Source: an optimization exercise on an open RTL-to-GDS flow (aim: small area). Production flows keep margins and buffers that such runs may drop. Only simulation tests tie the RTL to the original design; equivalence was not proved.

## flow/design.v (module list and top-level ports; edited modules follow where they fit)
// module fp_adder: 60 lines
// module fp_multiplier: 38 lines
// module fp_sig_mul: 958 lines
// module fp_round: 75 lines
// module fp_lane_front: 32 lines
// module fpr_file: 86 lines
// module fpu_top: 165 lines
module fpu_top
(
    input  logic                fpu_clock,
    input  logic                fpu_reset_b,
    input  fpu_pkg::fpu_op_t    fpu_instr,
    input  fpu_pkg::reg_index_t fs,
    input  fpu_pkg::reg_index_t ft,
    input  fpu_pkg::reg_index_t fd,
    input  fpu_pkg::fp_word_t   data_gpr,
    output fpu_pkg::fp_word_t   result,
    output fpu_pkg::fp_word_t   data_fpr,
    output logic                exception
);
  // ...
==> flow/flow/run.sh <==
#!/bin/bash
# Own layout flow: the standard layout (standard.sh) with these changes:
#  - synthesis maps the combinational logic for area (see flow/synth.tcl);
#    every register is the standard synthesis's
#  - clock tree: no dummy loads, larger sink clusters
#  - port buffers: the smallest buffer
# Each step's full output is in this folder: synth.log, layout.log, and
# ORFS's own logs under orfs/logs.
set -euo pipefail
W=$PWD
F=$W/flow
export MY_ABC_SCRIPT=$F/abc.script
sed "s#SYNTH_SCRIPT=[^ ]*#SYNTH_SCRIPT=$F/synth.tcl #" standard.sh > own_standard.sh
bash own_standard.sh synth > $W/synth.log 2>&1
export CTS_ARGS="-sink_clustering_enable -repair_clock_nets -dont_use_dummy_load -sink_clustering_size 25 -sink_clustering_max_diameter 80"
export BUFFER_PORTS_ARGS="-buffer_cell sky130_fd_sc_hd__buf_1"
bash own_standard.sh finish > $W/layout.log 2>&1
==> flow/flow/abc.script <==
&get -n
&st
&dch
&nf -R 1000 -C 32 -F 8 -A 8
&st
&dch
&nf -R 1000 -C 32 -F 8 -A 8
&st
&dch
&nf -R 1000 -C 32 -F 8 -A 8
&put
topo
stime -c
==> flow/flow/synth.tcl <==
# synth_recipe.tcl with three changes to the combinational mapping (the
# registers are the standard synthesis's): Yosys's synth runs without its
# quick ABC pass, extract_fa extracts full adders only, and the final ABC
# call runs flow/abc.script, an area-oriented mapping.
proc synth {args} { yosys synth -nofsm -noshare -noabc {*}$args }
proc extract_fa {args} { yosys extract_fa -fa }
proc abc {args} {
  set out {}
  set i 0
  while {$i < [llength $args]} {
    set a [lindex $args $i]
    if {$a eq "-script"} {
      lappend out -script $::env(MY_ABC_SCRIPT)
      incr i 2
      continue
    }
    lappend out $a
    incr i
  }
  yosys abc {*}$out
}
source $::env(SCRIPTS_DIR)/synth.tcl
# left out here: clear keep_hierarchy, flatten, clean up, hide names made inside functions, write 1_2_yosys.v
==> flow/standard.sh <==
#!/bin/bash
# synth_recipe.tcl (not shown) runs the flow's synth.tcl, then flattens the netlist and writes it again
# the make line also repeats each setting of config.mk as NAME=value (left out here)
make -C /OpenROAD-flow-scripts/flow DESIGN_CONFIG=/design/flow/config.mk WORK_HOME=/design/flow/orfs CLKGATE_MAP_FILE= SYNTH_SCRIPT=/design/flow/synth_recipe.tcl "${@:-finish}"
==> flow/config.mk <==
export PLATFORM = sky130hd
export DESIGN_NAME = fpu_top
export DESIGN_NICKNAME = fpu_top
export VERILOG_FILES = /design/flow/design.v
export SDC_FILE = /design/flow/constraint.sdc
export NUM_CORES = 8
export LEC_CHECK = 0
export CAP_MARGIN = 20
export CORE_MARGIN = 2
export CORE_UTILIZATION = 40
export SLEW_MARGIN = 20
==> flow/constraint.sdc <==
create_clock -name core_clock -period 17.0 [get_ports {fpu_clock}]
set_input_delay 3.4000 -clock core_clock [delete_from_list [all_inputs] [get_ports {fpu_clock}]]
set_output_delay 3.4000 -clock core_clock [all_outputs]
set_load 0.01 [all_outputs]
==> results.py, run 1 <==
metrics = {
    "final_layout": {
        "sh_seq_area_pct": 36.4,
        "post-route-util_pct": 45.2,
        "seqCellArea_um2": 35700,
        "reg_top3": "i_fpr_file.bank_e: 512 flops, i_fpr_file.bank_o: 512 flops",
        "area.growth.synth_to_final_pct": 12.2,
        "nNonClkBuffers": 526,
    },
    "yosys": {
        "synth_top_family_by_area": "compound AO/OA/AOI/OAI gates",
        "synth-compound-area-share_pct": 23.5,
        "synth_common_cells": "1024 x edfxtp_1, 808 x nor2_1, 738 x nand2_1",
        "yosys.area.top_type": "edfxtp_1",
        "synth.most_common_cell": "edfxtp_1",
        "seq_area_frac_synth_pct": 40.9,
        "synth_edf_count": 1024,
    },
    "setup_path": {
        "crit_buf_inv": 6,
        "r2r-end": "m_sig_e[26]$_DFF_P_",
        "ff2ff_path_depth": 56,
        "r2r_slack_ps": 1780,
        "rr_startpoint": "ft_q[4]$_DFF_P_",
    },
    "sta": {
        "fin_hold_ws_ps": 428,
        "finalSetupTns_ps": 0,
        "slew_viol_final": 0,
    },
    "cts": {
        "htreeDepth": 3,
        "cts.sinks": 1273,
    },
    "global_route": {
        "grtUsageMet3_pct": 14.7,
    },
    "routing": {
        "route.met2.wl_mm": 182,
        "drt-initial-drc-count": 16606,
    },
    "run_status": {
        "run_status": "no timing/DRC/antenna violations",
    },
}
==> run 2: changes to the inputs <==
--- a/flow/config.mk
+++ b/flow/config.mk
@@ -7,5 +7,5 @@
 export LEC_CHECK = 0
 export CAP_MARGIN = 20
 export CORE_MARGIN = 2
-export CORE_UTILIZATION = 40
+export CORE_UTILIZATION = 55
 export SLEW_MARGIN = 20
==> results.py, run 2 <==
metrics = {
    "routing": {
        "viasPerCell": 7.81,
        "wl_per_cell_um": 37.6,
        "final_antenna_net_count": 0,
        "vias": 86691,
        "drc": 0,
        "drt-initial-drc-count": 18679,
        "first_pass_iters": 17,
        "wl_mm": 418,
    },
    "floorplan": {
        "rows": 146,
        "die-area_um2": 162000,
        "initial_core_util_pct": 55.3,
        "die_x_um": 403,
        "pin_count": 118,
        "die_h_um": 403,
        "coreArea_um2": 158000,
    },
    "setup_path": {
        "required_ps": 17570,
        "worstSetupStartpointType": "flop",
        "crit_slowest_cell": "dfxtp_2",
        "worstSetupPathType": "reg2reg",
        "slowest_delay_ps": 1030,
        "crit_top_cell": "nor2_1",
        "cp.arrival_ps": 15900,
        "crit_start": "ft_q[0]$_DFF_P_",
        "end_kind": "flop",
        "rr_startpoint": "ft_q[0]$_DFF_P_",
        "cp_max_fo": 37,
    },
    "yosys": {
        "synth_common_cells": "1024 x edfxtp_1, 808 x nor2_1, 738 x nand2_1",
        "yosysWarnings": 5,
        "netlist_instances": 8441,
        "async_flop_share_pct": 0,
        "synth_edf_count": 1024,
        "syn_nets": 9018,
        "ys_ff_latch": 1273,
        "netlist_area_um2": 87500,
        "ys_top_cells_by_area": "edfxtp_1 35%, fa_1 12%, dfxtp_1 5.7%, a222oi_1 4.9%, xor2_1 4.5%",
        "seq_area_frac_synth_pct": 40.9,
        "synth_ff_type": "edfxtp_1",
        "synth.most_common_cell": "edfxtp_1",
        "ys_types": 65,
        "synth_top_area_share_pct": 35.2,
        "yosys.area.top_type": "edfxtp_1",
        "syn_avg_cell_area_um2": 10.4,
    },
    "sta": {
        "setup_viol": 0,
        "worst_pin_slew_ps": 1360,
        "finalClockSkew_ps": 125,
        "layout_setup_ws_ps": 1670,
        "timing.final.crit_period_ps": 15330,
        "final.period_utilization_pct": 90.2,
        "slew_viol_final": 0,
        "rsz0062_at_grt": "no",
        "slew-limit-headroom_pct": 8.89,
        "fin_hold_ws_ps": 394,
        "finalHoldViolCount": 0,
        "finalSetupTns_ps": 0,
        "fmax_mhz": 65.2,
    },
    "global_route": {
        "grt_pass1_vias": 82501,
        "gr-total-overflow": 0,
        "grt_util_all_layers_pct": 50.0,
        "grt_pass1_wl_mm": 586,
        "grt_max_degree": 69,
        "antenna_found_initial": 21,
    },
    "final_layout": {
        "post-route-util_pct": 61.2,
        "final_nets": 9591,
        "final_cell_area_um2": 96900,
        "drive_gt1_share_pct": 7.43,
        "final_cells": 11105,
        "layout_common_cells": "1024 x edfxtp_1, 734 x nand2_1, 721 x nor2_1, 555 x o22ai_1, 524 x fa_1",
        "area.growth.synth_to_final_pct": 10.8,
        "layout_commonest_cell": "edfxtp_1",
        "fill_cells": 13203,
        "reg_top3": "i_fpr_file.bank_e: 512 flops, i_fpr_file.bank_o: 512 flops",
    },
    "placement": {
        "place_area_um2": 94800,
        "place.detailed.hpwl_mm": 271,
        "port_buffers": 117,
        "pre_cts_ws_ps": 2130,
        "globalplace.congestion": 1.04,
        "dp_cells": 11005,
    },
    "cts": {
        "insertion_delay_ps": 770,
        "post_cts_buffers": 0,
        "cts_tree": "yes",
        "cts.sinks": 1273,
        "clock_path_buffers": 3,
        "clkTransAtPathRegs_ps": 90,
        "cts_resized": 0,
        "htreeDepth": 3,
        "clockRootBuffer": "clkbuf_16",
        "holdBufCountCts": 0,
        "cts_buffers": 78,
    },
    "job": {
        "cap_violations": 0,
    },
    "run_status": {
        "run_status": "no timing/DRC/antenna violations",
    },
    "hold_path": {
        "hold_path_class": "reg2reg",
        "hold_start": "fd_q[4]$_DFF_P_",
    },
}
run 2: area by class of cell:
type                            instances  area (µm²)  area share (%)
Inverter                              257         970            1.00
Antenna cell                           21        52.6          0.0542
Tap cell                             2072        2590            2.68
Multi-Input combinational cell       6911       52300            54.0
Clock buffer                           78        1950            2.01
Sequential cell                      1273       35700            36.9
Timing Repair Buffer                  493        3290            3.39
run 2: kinds of logic after synthesis:
family / Yosys count / share of synthesized area, %
compound gates: 2967 / 23.5
mux: 151 / 1.76
simple gates: 2557 / 13.6
xor+xnor: 697 / 6.98
flops: 1273 / 40.9
buf+inv: 257 / 1.10
fa+ha+maj: 539 / 12.2
run 2: per-layer routing:
layer  vias to the layer above  GRT usage [%]  routed length, µm
met3                      2370           22.1              73600
li1                      34566              -                  -
met1                     41204           62.3             140000
met5                         -           2.47                711
met2                      8527           69.4             165000
met4                        24           33.9              38100
run 2: path summary, 6_finish.rpt:
check / to / slack (ps) / cells past startpoint
setup reg to reg: m_sig_e[26]$_DFF_P_ / 1670 / 52
setup / recovery: m_sig_e[26]$_DFF_P_ / 1670 / 52
hold / removal: m_fd[4]$_DFF_P_ / 390 / 2
hold reg to reg: m_fd[4]$_DFF_P_ / 390 / 2
run 2: worst max-delay path, delay by kind of cell, from the launching register on:
family,cells,cell delay (ps)
AOI/OAI and AO/OA,21,5160
xor gates and xnor gates,3,590
buffers and inverters,4,1180
DFF,1,1030
and+or+nand+nor,17,3710
adders and majority gates,6,2470
muxes,1,930
==> run 3: changes to the inputs <==
--- a/flow/flow/run.sh
+++ b/flow/flow/run.sh
@@ -12,6 +12,6 @@
 export MY_ABC_SCRIPT=$F/abc.script
 sed "s#SYNTH_SCRIPT=[^ ]*#SYNTH_SCRIPT=$F/synth.tcl #" standard.sh > own_standard.sh
 bash own_standard.sh synth > $W/synth.log 2>&1
-export CTS_ARGS="-sink_clustering_enable -repair_clock_nets -dont_use_dummy_load -sink_clustering_size 25 -sink_clustering_max_diameter 80"
+export CTS_ARGS="-sink_clustering_enable -repair_clock_nets -dont_use_dummy_load -sink_clustering_size 25 -sink_clustering_max_diameter 100"
 export BUFFER_PORTS_ARGS="-buffer_cell sky130_fd_sc_hd__buf_1"
 bash own_standard.sh finish > $W/layout.log 2>&1
==> results.py, run 3 <==
metrics = {
    "run_status": {
        "run_status": "no timing/DRC/antenna violations",
    },
    "setup_path": {
        "crit_top_cell": "nor2_1",
        "end_kind": "flop",
        "worstSetupStartpointType": "flop",
        "cp.arrival_ps": 15990,
        "crit_slowest_cell": "dfxtp_2",
        "worstSetupPathType": "reg2reg",
        "slowest_delay_ps": 1050,
        "cp_max_fo": 37,
        "required_ps": 17690,
    },
    "final_layout": {
        "drive_gt1_share_pct": 7.29,
        "area.growth.synth_to_final_pct": 10.4,
        "fill_cells": 13231,
        "layout_common_cells": "1024 x edfxtp_1, 734 x nand2_1, 723 x nor2_1, 555 x o22ai_1, 524 x fa_1",
        "multi_input_area_um2": 52300,
        "layout_commonest_cell": "edfxtp_1",
        "reg_top3": "i_fpr_file.bank_e: 512 flops, i_fpr_file.bank_o: 512 flops",
        "seqCellArea_um2": 35700,
        "post-route-util_pct": 61.0,
        "final_nets": 9580,
    },
    "routing": {
        "vias": 86289,
        "drt-initial-drc-count": 18562,
        "final_antenna_net_count": 0,
        "wl_per_cell_um": 37.5,
        "first_pass_iters": 17,
        "drc": 0,
        "wl_mm": 417,
        "viasPerCell": 7.78,
    },
    "global_route": {
        "grt_pass1_wl_mm": 585,
        "grt_pass1_vias": 82479,
        "gr-total-overflow": 0,
        "grt_max_degree": 69,
        "antenna_found_initial": 20,
        "grt_util_all_layers_pct": 49.9,
    },
    "sta": {
        "timing.final.crit_period_ps": 15300,
        "finalHoldViolCount": 0,
        "fmax_mhz": 65.3,
        "slew_viol_final": 0,
        "worst_pin_slew_ps": 1310,
        "slew-limit-headroom_pct": 12.0,
        "final.period_utilization_pct": 90.0,
        "finalSetupTns_ps": 0,
        "finalClockSkew_ps": 158,
        "setup_viol": 0,
        "layout_setup_ws_ps": 1700,
        "rsz0062_at_grt": "no",
    },
    "yosys": {
        "ys_top_cells_by_area": "edfxtp_1 35%, fa_1 12%, dfxtp_1 5.7%, a222oi_1 4.9%, xor2_1 4.5%",
        "synth_common_cells": "1024 x edfxtp_1, 808 x nor2_1, 738 x nand2_1",
        "synth_ff_type": "edfxtp_1",
        "netlist_instances": 8441,
        "seq_area_frac_synth_pct": 40.9,
        "async_flop_share_pct": 0,
        "netlist_area_um2": 87500,
        "synth_edf_count": 1024,
        "synth_top_area_share_pct": 35.2,
        "yosys.area.top_type": "edfxtp_1",
        "ys_ff_latch": 1273,
        "synth.most_common_cell": "edfxtp_1",
        "yosysWarnings": 5,
        "ys_types": 65,
        "syn_avg_cell_area_um2": 10.4,
        "syn_nets": 9018,
    },
    "floorplan": {
        "die_h_um": 403,
        "rows": 146,
        "die-area_um2": 162000,
        "initial_core_util_pct": 55.3,
        "coreArea_um2": 158000,
        "die_x_um": 403,
        "pin_count": 118,
    },
    "cts": {
        "cts_resized": 0,
        "holdBufCountCts": 0,
        "cts_tree": "yes",
        "clkTransAtPathRegs_ps": 100,
        "insertion_delay_ps": 780,
        "htreeDepth": 3,
        "cts_buffers": 66,
        "clockRootBuffer": "clkbuf_16",
        "cts.sinks": 1273,
        "post_cts_buffers": 0,
        "clock_path_buffers": 3,
    },
    "job": {
        "cap_violations": 0,
    },
    "placement": {
        "port_buffers": 117,
        "pre_cts_ws_ps": 2130,
        "place.detailed.hpwl_mm": 271,
        "globalplace.congestion": 1.04,
    },
    "hold_path": {
        "hold_path_class": "reg2reg",
    },
}
[run 3: stage by stage]
step | instance area [µm²] | hold WS [ps] | instances
after CTS | 96500 | 435 | 11071
after global routing | 96500 | 450 | 11075
after detailed placement | 94800 | 416 | 11005
after global placement | 94800 | 404 | 11005
after floorplan | 87500 | 396 | 8441
final | 96600 | 430 | 11094
[run 3: area by class of cell]
cell class	instances	share of cell area, %
inverter	257	1.00
multi-input combinational	6911	54.1
timing repair buffer	494	3.41
sequential	1273	37.0
antenna	21	0.0544
tap	2072	2.68
clock buffer	66	1.71
[run 3: cells by family (layout without fill, tap and decap cells)]
kind of cell	Yosys count	after routing	synth area share (%)
compound gates	2967	2967	23.5
mux	151	151	1.76
buf+inv	257	817	1.10
flops	1273	1273	40.9
simple gates	2557	2557	13.6
other cells	0	21	0
fa+ha+maj	539	539	12.2
xor+xnor	697	697	6.98
[run 3: routing by layer]
layer | wire length (µm) | track usage (%)
met1 | 139000 | 62.4
met2 | 164000 | 69.3
met3 | 74700 | 22.2
met4 | 38700 | 33.9
met5 | 168 | 0
[run 3: worst max-delay path: cells and delay by family (launching register included)]
kind            cells  cell delay, ps
compound gates     21            5120
simple gates       17            3760
fa+ha+maj           6            2470
buf+inv             4            1200
flops               1            1050
mux                 1             930
xor+xnor            3             610
[run 3: path summary, 6_finish.rpt]
kind	startpoint	to	slack, ps	depth (start not counted)
setup reg to reg	ft_q[0]$_DFF_P_	m_sig_e[26]$_DFF_P_	1700	52
hold reg to reg	m_fd[2]$_DFF_P_	w_fd[2]$_DFF_P_	430	0
hold / removal	m_fd[2]$_DFF_P_	w_fd[2]$_DFF_P_	430	0
setup / recovery	ft_q[0]$_DFF_P_	m_sig_e[26]$_DFF_P_	1700	52
==> run 4: changes to the inputs <==
--- a/flow/flow/abc.script
+++ b/flow/flow/abc.script
@@ -1,4 +1,10 @@
 &get -n
+&st
+&dch
+&nf -R 1000 -C 32 -F 8 -A 8
+&st
+&dch
+&nf -R 1000 -C 32 -F 8 -A 8
 &st
 &dch
 &nf -R 1000 -C 32 -F 8 -A 8
==> results.py, run 4 <==
metrics = {
    "placement": {
        "globalplace.congestion": 1.07,
        "port_buffers": 117,
        "place.detailed.hpwl_mm": 281,
    },
    "cts": {
        "insertion_delay_ps": 790,
        "post_cts_buffers": 0,
        "clkTransAtPathRegs_ps": 90,
        "clock_path_buffers": 3,
        "cts.sinks": 1273,
        "clockRootBuffer": "clkbuf_16",
        "cts_resized": 0,
        "holdBufCountCts": 0,
        "cts_buffers": 61,
        "cts_tree": "yes",
        "htreeDepth": 2,
    },
    "yosys": {
        "syn_avg_cell_area_um2": 10.4,
        "synth_ff_type": "edfxtp_1",
        "yosys.area.top_type": "edfxtp_1",
        "netlist_area_um2": 87400,
        "syn_nets": 8984,
        "ys_types": 67,
        "yosysWarnings": 5,
        "synth_common_cells": "1024 x edfxtp_1, 861 x nor2_1, 693 x nand2_1",
        "synth_edf_count": 1024,
        "ys_ff_latch": 1273,
        "ys_top_cells_by_area": "edfxtp_1 35%, fa_1 12%, dfxtp_1 5.7%, a222oi_1 5.0%, o22ai_1 3.9%",
        "netlist_instances": 8407,
        "synth.most_common_cell": "edfxtp_1",
        "synth_top_area_share_pct": 35.2,
        "seq_area_frac_synth_pct": 40.9,
        "async_flop_share_pct": 0,
    },
    "routing": {
        "first_pass_iters": 15,
        "viasPerCell": 7.81,
        "vias": 86639,
        "final_antenna_net_count": 0,
        "wl_per_cell_um": 38.7,
        "wl_mm": 429,
        "drc": 0,
        "drt-initial-drc-count": 18299,
    },
    "final_layout": {
        "layout_commonest_cell": "edfxtp_1",
        "post-route-util_pct": 61.0,
        "drive_gt1_share_pct": 7.18,
        "layout_common_cells": "1024 x edfxtp_1, 773 x nor2_1, 688 x nand2_1, 543 x o22ai_1, 524 x fa_1",
        "reg_top3": "i_fpr_file.bank_e: 512 flops, i_fpr_file.bank_o: 512 flops",
        "final_nets": 9550,
        "area.growth.synth_to_final_pct": 10.4,
    },
    "global_route": {
        "grt_util_all_layers_pct": 51.4,
        "grt_pass1_wl_mm": 597,
        "grt_max_degree": 94,
        "gr-total-overflow": 0,
        "grt_pass1_vias": 81002,
        "antenna_found_initial": 39,
    },
    "setup_path": {
        "r2r-end": "w_o[1]$_DFF_P_",
        "ff2ff_path_depth": 54,
        "cp_max_fo": 32,
        "slowest_delay_ps": 900,
        "crit_top_cell": "nor2_1",
        "crit_start": "m_sig_e[16]$_DFF_P_",
        "worstSetupPathType": "reg2reg",
        "required_ps": 17630,
        "end_kind": "flop",
        "crit_slowest_cell": "or4b_1",
        "cp.arrival_ps": 16640,
        "worstSetupStartpointType": "flop",
        "r2r_slack_ps": 1000,
        "rr_startpoint": "m_sig_e[16]$_DFF_P_",
    },
    "sta": {
        "final.period_utilization_pct": 94.1,
        "rsz0062_at_grt": "no",
        "worst_pin_slew_ps": 1320,
        "finalHoldViolCount": 0,
        "fmax_mhz": 62.5,
        "slew_viol_final": 0,
        "finalSetupTns_ps": 0,
        "finalClockSkew_ps": 149,
        "setup_viol": 0,
        "slew-limit-headroom_pct": 11.9,
        "timing.final.crit_period_ps": 16000,
    },
    "hold_path": {
        "min_path_cells": 2,
        "hold_path_class": "reg2reg",
        "min_to": "data_fpr_q[3]$_SDFF_PP0_",
        "hold_start": "data_fpr_q[3]$_SDFF_PP0_",
    },
    "floorplan": {
        "die-area_um2": 162000,
        "pin_count": 118,
        "die_x_um": 403,
        "rows": 146,
        "initial_core_util_pct": 55.3,
        "coreArea_um2": 158000,
        "die_h_um": 403,
    },
    "job": {
        "cap_violations": 0,
    },
    "run_status": {
        "run_status": "no timing/DRC/antenna violations",
    },
}
[run 4: kinds of logic after synthesis]
family	Yosys count	share of synthesized area (%)
xor+xnor	695	6.96
flops	1273	40.9
mux	125	1.45
simple gates	2591	13.9
compound gates	2923	23.5
buf+inv	259	1.11
fa+ha+maj	541	12.2
[run 4: cell type report]
cell class / instances / area, µm²
antenna: 48 / 120
clock buffer: 61 / 1530
fill: 13238 / 61600
inverter: 259 / 977
multi-input combinational: 6875 / 52100
sequential: 1273 / 35700
tap: 2072 / 2590
timing repair buffer: 503 / 3400
[run 4: through the flow]
step / cells / cell area (µm²) / setup slack, ps / hold slack, ps
4_1_cts: 11039 / 96200 / 1620 / 471
3_3_place_gp: 10976 / 94700 / 1840 / 448
3_5_place_dp: 10978 / 94700 / 1700 / 459
6_report: 11091 / 96500 / 995 / 470
5_1_grt: 11045 / 96300 / 90.9 / 505
2_1_floorplan: 8407 / 87400 / 42.1 / 396
[run 4: worst max-delay path by stage]
stage / slack, ps / cells after the start / to
global route: 90 / 53 / w_o[3]$_DFF_P_
finish: 1000 / 54 / w_o[1]$_DFF_P_
CTS: 1620 / 57 / w_e[0]$_DFF_P_
detailed placement: 1700 / 54 / w_o[1]$_DFF_P_
floorplan: 40 / 39 / m_sig_o[26]$_DFF_P_
global placement: 1840 / 57 / w_o[0]$_DFF_P_
[run 4: routing by layer]
| layer | GRT usage, % | wire length, µm | up-vias |
|---|---|---|---|
| met5 | 0.981 | 484 | - |
| met4 | 36.7 | 40500 | 36 |
| met3 | 24.5 | 81300 | 2177 |
| met2 | 68.0 | 164000 | 8805 |
| met1 | 65.1 | 143000 | 41173 |
| li1 | - | - | 34448 |
[run 4: worst max-delay path: cells and delay by family (launching register included)]
| family | cells | cell delay (ps) |
|---|---|---|
| AOI/OAI and AO/OA | 10 | 2490 |
| buffers and inverters | 3 | 970 |
| adders and majority gates | 1 | 340 |
| xor gates and xnor gates | 1 | 210 |
| and+or+nand+nor | 39 | 11590 |
| DFF | 1 | 320 |

re-timing with driven ports:
Ports are ideal in the flow. The routed layouts listed here were re-timed in OpenROAD.
Step 1 sets driving cells, clkbuf_16 on the clock port and buf_2 on the other inputs (assumed; they add their load-dependent delay and slew).
Step 2 adds t to the input delays and takes it off the output delays; t is the mean of the earliest and latest rising clock arrival at the registers after step 1. Input paths then give back, and output paths get back, about the clock's delay inside the block.
Slacks: ideal ports / drivers / drivers and shift; pairs: ideal ports / drivers.
run	shift t [ns]	setup WS [ns]	hold slack, ns
run 1	0.821	1.781 / 1.781 / 1.781	0.428 / 0.428 / 0.428
run 2	0.800	1.672 / 1.672 / 1.672	0.394 / 0.394 / 0.394
run 3	0.791	1.698 / 1.698 / 1.698	0.430 / 0.430 / 0.430
run 4	0.809	0.995 / 0.995 / 0.995	0.470 / 0.470 / 0.470
After both steps setup and hold are still met in every run listed.
